This is an optimization exercise on Yosys and OpenROAD, whose aim is small area, not a production implementation.
Function was checked by simulation only, so behaviour that the tests miss may differ from the original.

==> build 75 <==
==> flow/design.v <==
`timescale 1ns/1ps
package data_mem_pkg;
  localparam int DATA_W = 8;
  localparam int ADDR_W = 8;
  typedef logic [DATA_W-1:0] word_t;
endpackage
`timescale 1ns/1ps
module data_mem_wbit (
  input  logic s,
  input  logic d,
  input  logic h,
  input  logic q,
  output logic y
);
  assign y = (s & d) | (h & q);
endmodule
module data_mem_rd3 (
  input  logic s0, q0,
  input  logic s1, q1,
  input  logic s2, q2,
  output logic y_n
);
  assign y_n = ~((s0 & q0) | (s1 & q1) | (s2 & q2));
endmodule
module data_mem
#(
  parameter int W = data_mem_pkg::DATA_W,
  parameter int A = data_mem_pkg::ADDR_W
)
(
  input  logic         clk,
  input  logic         reset,
  input  logic [A-1:0] DataAddress,
  input  logic         ReadMem,
  input  logic         WriteMem,
  input  logic [W-1:0] DataIn,
  output logic [W-1:0] DataOut
);
  localparam int N  = 2**A;
  localparam int AH = A / 2;
  localparam int AL = A - AH;
  localparam int NR = 2**AH;
  localparam int NC = 2**AL;
  localparam int NG = (N + 2) / 3;
  logic valid;
  always @(posedge clk or negedge reset) begin
    if (!reset) valid <= 1'b0;
    else        valid <= 1'b1;
  end
  logic [NR-1:0] row_n, rowv_n;
  logic [NC-1:0] col_n, colw_n;
  for (genvar j = 0; j < NR; j++) begin : g_row
    assign row_n[j]  = (DataAddress[A-1:AL] != j);
    assign rowv_n[j] = valid & row_n[j];
  end
  for (genvar k = 0; k < NC; k++) begin : g_col
    assign col_n[k]  = (DataAddress[AL-1:0] != k);
    assign colw_n[k] = valid & (col_n[k] | ~WriteMem);
  end
  logic [W-1:0] din_w;
  assign din_w = DataIn & {W{WriteMem}};
  logic [3*NG-1:0]   sel;
  logic [N*W-1:0]    mem_core;
  logic [3*NG*W-1:0] q;
  assign sel[3*NG-1:N] = '0;
  assign q = {{(3*NG-N)*W{1'b0}}, mem_core};
  for (genvar i = 0; i < N; i++) begin : g_word
    logic         hold;
    logic [W-1:0] nxt;
    assign sel[i] = ~(row_n[i / NC] | col_n[i % NC]);
    assign hold   = rowv_n[i / NC] | colw_n[i % NC];
    for (genvar b = 0; b < W; b++) begin : g_bit
      data_mem_wbit u_w (
        .s (sel[i]), .d (din_w[b]), .h (hold), .q (mem_core[i*W+b]),
        .y (nxt[b])
      );
    end
    always @(posedge clk) mem_core[i*W +: W] <= nxt;
  end
  logic [NG*W-1:0] grp_n;
  for (genvar g = 0; g < NG; g++) begin : g_grp
    for (genvar b = 0; b < W; b++) begin : g_bit
      data_mem_rd3 u_r (
        .s0 (sel[3*g]),   .q0 (q[(3*g)*W+b]),
        .s1 (sel[3*g+1]), .q1 (q[(3*g+1)*W+b]),
        .s2 (sel[3*g+2]), .q2 (q[(3*g+2)*W+b]),
        .y_n (grp_n[g*W+b])
      );
    end
  end
  logic [W-1:0] rd;
  always_comb begin
    rd = '0;
    for (int m = 0; m < NG; m++) rd = rd | ~grp_n[m*W +: W];
  end
  assign DataOut = (ReadMem && valid) ? rd : '0;
endmodule
==> flow/run.sh <==
#!/bin/bash
# synth_recipe.tcl (not shown) runs the flow's synth.tcl, then flattens the netlist and writes it again
# the make line also repeats each setting of config.mk as NAME=value (left out here)
make -C /OpenROAD-flow-scripts/flow DESIGN_CONFIG=/design/flow/config.mk WORK_HOME=/design/flow/orfs CLKGATE_MAP_FILE= SYNTH_SCRIPT=/design/flow/synth_recipe.tcl finish
==> flow/config.mk <==
export PLATFORM = sky130hd
export DESIGN_NAME = data_mem
export DESIGN_NICKNAME = data_mem
export VERILOG_FILES = /design/flow/design.v
export SDC_FILE = /design/flow/constraint.sdc
export NUM_CORES = 4
export LEC_CHECK = 0
export CAP_MARGIN = 20
export CORE_MARGIN = 2
export CORE_UTILIZATION = 30
export SLEW_MARGIN = 20
export SYNTH_HIERARCHICAL = 1
==> flow/constraint.sdc <==
create_clock -name core_clock -period 14.0 [get_ports {clk}]
set_input_delay 2.8000 -clock core_clock [delete_from_list [all_inputs] [get_ports {clk}]]
set_output_delay 2.8000 -clock core_clock [all_outputs]
set_load 0.01 [all_outputs]
==> inputs of trial 92, as changes to build 75 <==
==> flow/design.v, changed modules only <==
module data_mem
#(
  parameter int W = data_mem_pkg::DATA_W,
  parameter int A = data_mem_pkg::ADDR_W
)
(
  input  logic         clk,
  input  logic         reset,
  input  logic [A-1:0] DataAddress,
  input  logic         ReadMem,
  input  logic         WriteMem,
  input  logic [W-1:0] DataIn,
  output logic [W-1:0] DataOut
);
  localparam int N  = 2**A;
  localparam int AH = A / 2;
  localparam int AL = A - AH;
  localparam int NR = 2**AH;
  localparam int NC = 2**AL;
  localparam int NG = N / 3;
  logic valid;
  always @(posedge clk or negedge reset) begin
    if (!reset) valid <= 1'b0;
    else        valid <= 1'b1;
  end
  logic [NR-1:0] row_n, rowv_n;
  logic [NC-1:0] col_n, colw_n;
  for (genvar j = 0; j < NR; j++) begin : g_row
    assign row_n[j]  = (DataAddress[A-1:AL] != j);
    assign rowv_n[j] = valid & row_n[j];
  end
  for (genvar k = 0; k < NC; k++) begin : g_col
    assign col_n[k]  = (DataAddress[AL-1:0] != k);
    assign colw_n[k] = valid & (col_n[k] | ~WriteMem);
  end
  logic [W-1:0] din_w;
  assign din_w = DataIn & {W{WriteMem}};
  logic [N-1:0]   sel;
  logic [N*W-1:0] mem_core;
  for (genvar i = 0; i < N; i++) begin : g_word
    logic         hold;
    logic [W-1:0] nxt;
    assign sel[i] = ~(row_n[i / NC] | col_n[i % NC]);
    assign hold   = rowv_n[i / NC] | colw_n[i % NC];
    for (genvar b = 0; b < W; b++) begin : g_bit
      data_mem_wbit u_w (
        .s (sel[i]), .d (din_w[b]), .h (hold), .q (mem_core[i*W+b]),
        .y (nxt[b])
      );
    end
    always @(posedge clk) mem_core[i*W +: W] <= nxt;
  end
  logic [NG*W-1:0] grp_n;
  for (genvar g = 0; g < NG; g++) begin : g_grp
    for (genvar b = 0; b < W; b++) begin : g_bit
      data_mem_rd3 u_r (
        .s0 (sel[3*g]),   .q0 (mem_core[(3*g)*W+b]),
        .s1 (sel[3*g+1]), .q1 (mem_core[(3*g+1)*W+b]),
        .s2 (sel[3*g+2]), .q2 (mem_core[(3*g+2)*W+b]),
        .y_n (grp_n[g*W+b])
      );
    end
  end
  logic [W-1:0] rd;
  always_comb begin
    rd = '0;
    for (int m = 0; m < NG; m++) rd = rd | ~grp_n[m*W +: W];
    for (int m = 3*NG; m < N; m++) rd = rd | (mem_core[m*W +: W] & {W{sel[m]}});
  end
  assign DataOut = (ReadMem && valid) ? rd : '0;
endmodule
CORE_UTILIZATION = 70   (was 30)
CTS_BUF_LIST = sky130_fd_sc_hd__clkbuf_8   (was default)
CTS_CLUSTER_DIAMETER = 100   (was default)
CTS_CLUSTER_SIZE = 15   (was default)
==> inputs of build 91, as changes to build 75 <==
==> flow/design.v, changed modules only <==
module data_mem
#(
  parameter int W = data_mem_pkg::DATA_W,
  parameter int A = data_mem_pkg::ADDR_W
)
(
  input  logic         clk,
  input  logic         reset,
  input  logic [A-1:0] DataAddress,
  input  logic         ReadMem,
  input  logic         WriteMem,
  input  logic [W-1:0] DataIn,
  output logic [W-1:0] DataOut
);
  localparam int N  = 2**A;
  localparam int AH = A / 2;
  localparam int AL = A - AH;
  localparam int NR = 2**AH;
  localparam int NC = 2**AL;
  localparam int NG = N / 3;
  logic valid;
  always @(posedge clk or negedge reset) begin
    if (!reset) valid <= 1'b0;
    else        valid <= 1'b1;
  end
  logic [NR-1:0] row_n, rowv_n;
  logic [NC-1:0] col_n, colw_n;
  for (genvar j = 0; j < NR; j++) begin : g_row
    assign row_n[j]  = (DataAddress[A-1:AL] != j);
    assign rowv_n[j] = valid & row_n[j];
  end
  for (genvar k = 0; k < NC; k++) begin : g_col
    assign col_n[k]  = (DataAddress[AL-1:0] != k);
    assign colw_n[k] = valid & (col_n[k] | ~WriteMem);
  end
  logic [W-1:0] din_w;
  assign din_w = DataIn & {W{WriteMem}};
  logic [N-1:0]   sel;
  logic [N*W-1:0] mem_core;
  for (genvar i = 0; i < N; i++) begin : g_word
    logic         hold;
    logic [W-1:0] nxt;
    assign sel[i] = ~(row_n[i / NC] | col_n[i % NC]);
    assign hold   = rowv_n[i / NC] | colw_n[i % NC];
    for (genvar b = 0; b < W; b++) begin : g_bit
      data_mem_wbit u_w (
        .s (sel[i]), .d (din_w[b]), .h (hold), .q (mem_core[i*W+b]),
        .y (nxt[b])
      );
    end
    always @(posedge clk) mem_core[i*W +: W] <= nxt;
  end
  logic [NG*W-1:0] grp_n;
  for (genvar g = 0; g < NG; g++) begin : g_grp
    for (genvar b = 0; b < W; b++) begin : g_bit
      data_mem_rd3 u_r (
        .s0 (sel[3*g]),   .q0 (mem_core[(3*g)*W+b]),
        .s1 (sel[3*g+1]), .q1 (mem_core[(3*g+1)*W+b]),
        .s2 (sel[3*g+2]), .q2 (mem_core[(3*g+2)*W+b]),
        .y_n (grp_n[g*W+b])
      );
    end
  end
  logic [W-1:0] rd;
  always_comb begin
    rd = '0;
    for (int m = 0; m < NG; m++) rd = rd | ~grp_n[m*W +: W];
    for (int m = 3*NG; m < N; m++) rd = rd | (mem_core[m*W +: W] & {W{sel[m]}});
  end
  assign DataOut = (ReadMem && valid) ? rd : '0;
endmodule
CORE_UTILIZATION = 50   (was 30)
CTS_BUF_LIST = sky130_fd_sc_hd__clkbuf_8   (was default)
CTS_CLUSTER_DIAMETER = 100   (was default)
CTS_CLUSTER_SIZE = 15   (was default)
==> run_results.csv <==
group,metric,value,unit
run_status,status,"timing/DRC/antenna clean",
floorplanning,core_region_area,235000,um^2
detailed_routing,vias,58500,
synth,syn_avg_cell_area,12.4,um^2
floorplanning,die_h,489,um
min_path,whs_endpoint,"mem_core[2046]",
global_routing,met2_usage,0.306,
the above is filed under build 75

==> run_results.csv <==
group,metric,value,unit
run_status,status,"timing/DRC/antenna clean",
floorplanning,die_h,380,um
detailed_routing,vias,56800,
floorplanning,core_region_area,140000,um^2
the above is filed under build 91

==> run_results.csv <==
group,metric,value,unit
synth,syn_avg_cell_area,12.4,um^2
floorplanning,die_h,322,um
floorplanning,core_region_area,100000,um^2
synth,synth_xor_area_frac,0,
global_routing,met2_usage,0.601,
min_path,whs_endpoint,"mem_core[868]",
run_status,status,"timing/DRC/antenna clean",
detailed_routing,vias,57900,
the above is filed under trial 92

[re-timing with driven ports]
How much do the figures lean on ideal ports? The routed layouts below were timed once more, with nothing changed but the port constraints. Step 1 assumes that a clkbuf_16 drives the clock port and a buf_2 every other input. Step 2 times the ports against the registers' clock, not the clock port: input delays grow and output delays shrink by t, the midpoint of the rising clock arrivals with the driver on. Three values: ideal ports, drivers, drivers and shift; two values: the first two.
run | t, ns | setup slack, ns | worst setup path at the end | slew at the worst register clock pin (ns)
build 75 | 0.917 | 2.544 / 2.469 / 2.469 | input to output | 0.07 / 0.07
trial 92 | 0.950 | 2.418 / 2.340 / 2.340 | input to output | 0.10 / 0.10
build 91 | 1.023 | 2.772 / 2.745 / 2.745 | input to output | 0.10 / 0.10
After both steps every run listed still meets setup and hold. For trial 92, which loses most, drivers alone change the setup slack by -0.078 ns; drivers and shift together by -0.078 ns.
